What follows belongs to an exercise in optimizing a design on an open flow for small area and a short achievable clock period; a production flow would make more cautious choices. Where RTL was checked, it was by simulation tests only, not by an equivalence proof against the original. No activity file was given, so power comes from the tool's default toggle rates.

## cic_iq_decim
module cic_iq_decim #(
  parameter int DIN_W    = 16,
  parameter int DOUT_W   = 16,
  parameter int STAGES   = 4,
  parameter int MAX_RATE = 16,
  parameter int GAIN_W   = 16,
  localparam int RATE_W  = $clog2(MAX_RATE + 1),
  localparam int ACC_W   = DIN_W + STAGES * $clog2(MAX_RATE),
  localparam int SHIFT_W = $clog2(ACC_W)
) (
  input  logic                     clk,
  input  logic                     rst,
  input  logic                     s_axis_data_tvalid,
  input  logic signed [DIN_W-1:0]  s_axis_data_tdata_real,
  input  logic signed [DIN_W-1:0]  s_axis_data_tdata_imag,
  input  logic                     cfg_load,
  input  logic [RATE_W-1:0]        cfg_rate,
  input  logic [SHIFT_W-1:0]       cfg_shift,
  input  logic [GAIN_W-1:0]        cfg_gain,
  output logic                     m_axis_data_tvalid,
  output logic signed [DOUT_W-1:0] m_axis_data_tdata_real,
  output logic signed [DOUT_W-1:0] m_axis_data_tdata_imag
);
  localparam int W   = 8;            
  localparam int L   = 32 / W;       
  localparam int NVV = L + 4;        
  localparam int NFV = L + 8;        
  logic [3:0]  rm1;                  
  logic [4:0]  shift_r;
  logic [15:0] gain_r;
  always_ff @(posedge clk) begin
    if (rst) begin
      rm1     <= 4'd1;
      shift_r <= '0;
      gain_r  <= 16'd16384;
    end else if (cfg_load) begin
      if (cfg_rate < 5'd2)
        rm1 <= 4'd1;
      else if (cfg_rate > 5'd16)
        rm1 <= 4'd15;
      else
  ...
==> flow/config.mk <==
export PLATFORM = sky130hd
export DESIGN_NAME = cic_iq_decim
export DESIGN_NICKNAME = cic_iq_decim
export VERILOG_FILES = /design/flow/design.v
export SDC_FILE = /design/flow/constraint.sdc
export NUM_CORES = 4
export LEC_CHECK = 0
export CAP_MARGIN = 20
export CORE_MARGIN = 2
export CORE_UTILIZATION = 40
export SETUP_SLACK_MARGIN = 5
export SLEW_MARGIN = 20
==> flow/constraint.sdc <==
create_clock -name core_clock -period 9.5 [get_ports {clk}]
set_input_delay 1.9000 -clock core_clock [delete_from_list [all_inputs] [get_ports {clk}]]
set_output_delay 1.9000 -clock core_clock [all_outputs]
set_load 0.01 [all_outputs]
run.sh (not shown) runs the stock make flow with config.mk's settings and CLKGATE_MAP_FILE= SYNTH_SCRIPT=/design/flow/synth_recipe.tcl, a recipe that flattens the netlist after the stock synthesis.
Then changed:
==> flow/flow/run.sh (new file) <==
#!/bin/bash
# Standard ORFS layout, with repair_timing asked to reach a larger setup slack than the
# constraint needs (the SDC is unchanged). Each tool's output stays in orfs/logs/.
set -euo pipefail
cd "$(dirname "$0")/.."
export SETUP_SLACK_MARGIN=${MARGIN:-6.4}
bash standard.sh > standard.log 2>&1
==> flow/standard.sh (new file) <==
#!/bin/bash
# synth_recipe.tcl (not shown) runs the flow's synth.tcl, then flattens the netlist and writes it again
# the make line also repeats each setting of config.mk as NAME=value (left out here)
make -C /OpenROAD-flow-scripts/flow DESIGN_CONFIG=/design/flow/config.mk WORK_HOME=/design/flow/orfs CLKGATE_MAP_FILE= SYNTH_SCRIPT=/design/flow/synth_recipe.tcl "${@:-finish}"
Settings changed: SETUP_SLACK_MARGIN 5 to default.
removed: flow/run.sh
After rerunning:
- fmax went up by 6.6%
- worst setup slack improves by 240 ps
- sequential cell count does not change
- die area does not change
- worst hold slack got worse by 44 ps
No run of this note included a check of the RTL's function; only the layout flow was run.


## build 90
Another version of the RTL of cic_iq_decim (not shown whole).
Size in the first run: about 6200 cells after synthesis, roughly 930 flip-flops, roughly 95 I/O pins, roughly 49000 um^2 of cells after synthesis.
==> flow/design.v (excerpt) <==
module cic_iq_decim #(
  parameter int DIN_W    = 16,
  parameter int DOUT_W   = 16,
  parameter int STAGES   = 4,
  parameter int MAX_RATE = 16,
  parameter int GAIN_W   = 16,
  localparam int RATE_W  = $clog2(MAX_RATE + 1),
  localparam int ACC_W   = DIN_W + STAGES * $clog2(MAX_RATE),
  localparam int SHIFT_W = $clog2(ACC_W)
) (
  input  logic                     clk,
  input  logic                     rst,
  input  logic                     s_axis_data_tvalid,
  input  logic signed [DIN_W-1:0]  s_axis_data_tdata_real,
  input  logic signed [DIN_W-1:0]  s_axis_data_tdata_imag,
  input  logic                     cfg_load,
  input  logic [RATE_W-1:0]        cfg_rate,
  input  logic [SHIFT_W-1:0]       cfg_shift,
  input  logic [GAIN_W-1:0]        cfg_gain,
  output logic                     m_axis_data_tvalid,
  output logic signed [DOUT_W-1:0] m_axis_data_tdata_real,
  output logic signed [DOUT_W-1:0] m_axis_data_tdata_imag
);
Settings: LEC_CHECK=0, ABC_AREA=1, CAP_MARGIN=20, CORE_MARGIN=2, CORE_UTILIZATION=40, CTS_BUF_LIST=sky130_fd_sc_hd__clkbuf_8, CTS_CLUSTER_SIZE=30, SLEW_MARGIN=20; clock period 9.5 ns.
standard.sh (not shown) runs the stock make flow with config.mk's settings and CLKGATE_MAP_FILE= SYNTH_SCRIPT=/design/flow/synth_recipe.tcl, a recipe that flattens the netlist after the stock synthesis.
==> flow/flow/run.sh <==
#!/bin/bash
# Standard ORFS layout, with repair_timing asked to reach a larger setup slack than the
# constraint needs (the SDC is unchanged). Each tool's output stays in orfs/logs/.
set -euo pipefail
cd "$(dirname "$0")/.."
export SETUP_SLACK_MARGIN=${MARGIN:-6.4}
bash standard.sh > standard.log 2>&1
[inputs] build 83 vs build 90
- removing CTS_CLUSTER_SIZE (formerly 30)
- changing CORE_UTILIZATION from 40 to 60
- removing CTS_BUF_LIST (formerly sky130_fd_sc_hd__clkbuf_8)
Notes after the runs:
- Power density normalized to cell area (build 90 / build 83): 0.946
- Build 83 against build 90: total detailed-routing wirelength picked up an extra about 0.7%; worst setup slack increased by 0.14 ns relative to the old numbers.
- Having completed the whole flow, build 83 delivered a layout that passed the timing, DRC and antenna checks.
- Cmp build 83 and build 90 / clock network fraction of total power / lower: build 90
- Taking build 90 as the reference, in build 83 sequential share of layout area has increased; detailed-router iteration count before antenna repair has decreased.
Setup changes, build 83 to build 65
- CORE_UTILIZATION now 40, was 60
--- a/flow/flow/run.sh
+++ b/flow/flow/run.sh
@@ -4,4 +4,4 @@
 set -euo pipefail
 cd "$(dirname "$0")/.."
-export SETUP_SLACK_MARGIN=${MARGIN:-6.4}
+export SETUP_SLACK_MARGIN=${MARGIN:-6.6}
 bash standard.sh > standard.log 2>&1
Every run (build 83 and build 65) finished clean. The number of non-clock buffers in build 65 was higher than what build 83 gave. Changes observed in build 65 relative to build 83: starting density of the core down 20 points, via count flat. Side by side, synthesis-to-finish area growth turned out higher in build 65 than in build 83. Between build 83 and build 65, core occupancy in the finished layout is lower for build 65, build 83 comes in above that. In build 65 the routed wire length turned out 0.84% lower than in build 83. Total internal power (build 65 vs. build 83) decreases slightly. There was hardly any difference in fraction of the mapped netlist area in compound gates between build 65 and build 83. Build 65 ended up with m_axis_data_tdata_real[10]$_DFFE_PP_ as its startpoint of the most critical setup path; build 83 ended up with m_axis_data_tdata_real[15]$_DFFE_PP_.

==> afterwards: timing with drivers on the ports <==
No port has a modelled driver above. Below, the same layouts with a new extraction and two added sets of constraints.
Step 1 sets driving cells, clkbuf_16 on the clock port and buf_2 on the other inputs (assumed; they add their load-dependent delay and slew).
Step 2 times the ports against the registers' clock, not the clock port: input delays grow and output delays shrink by t, the midpoint of the rising clock arrivals with the driver on.
a / b / c = no drivers / after step 1 / after step 2; a / b = the first two.
| run | t (ns) | setup WS [ns] | slew at the worst register clock pin (ns) |
|---|---|---|---|
| the first run of note 1 | 0.770 | 5.677 / 5.677 / 5.677 | 0.07 / 0.07 |
| the second run of note 1 | 0.767 | 5.913 / 5.913 / 5.912 | 0.06 / 0.06 |
| build 90 | 0.922 | 6.216 / 6.148 / 5.889 | 0.07 / 0.07 |
| build 83 | 0.728 | 6.357 / 6.290 / 5.766 | 0.07 / 0.07 |
| build 65 | 0.748 | 6.390 / 6.322 / 5.919 | 0.07 / 0.07 |
After both steps every run listed still meets setup and hold. For build 83, which loses most, drivers alone change the setup slack by -0.067 ns; drivers and shift together by -0.591 ns.
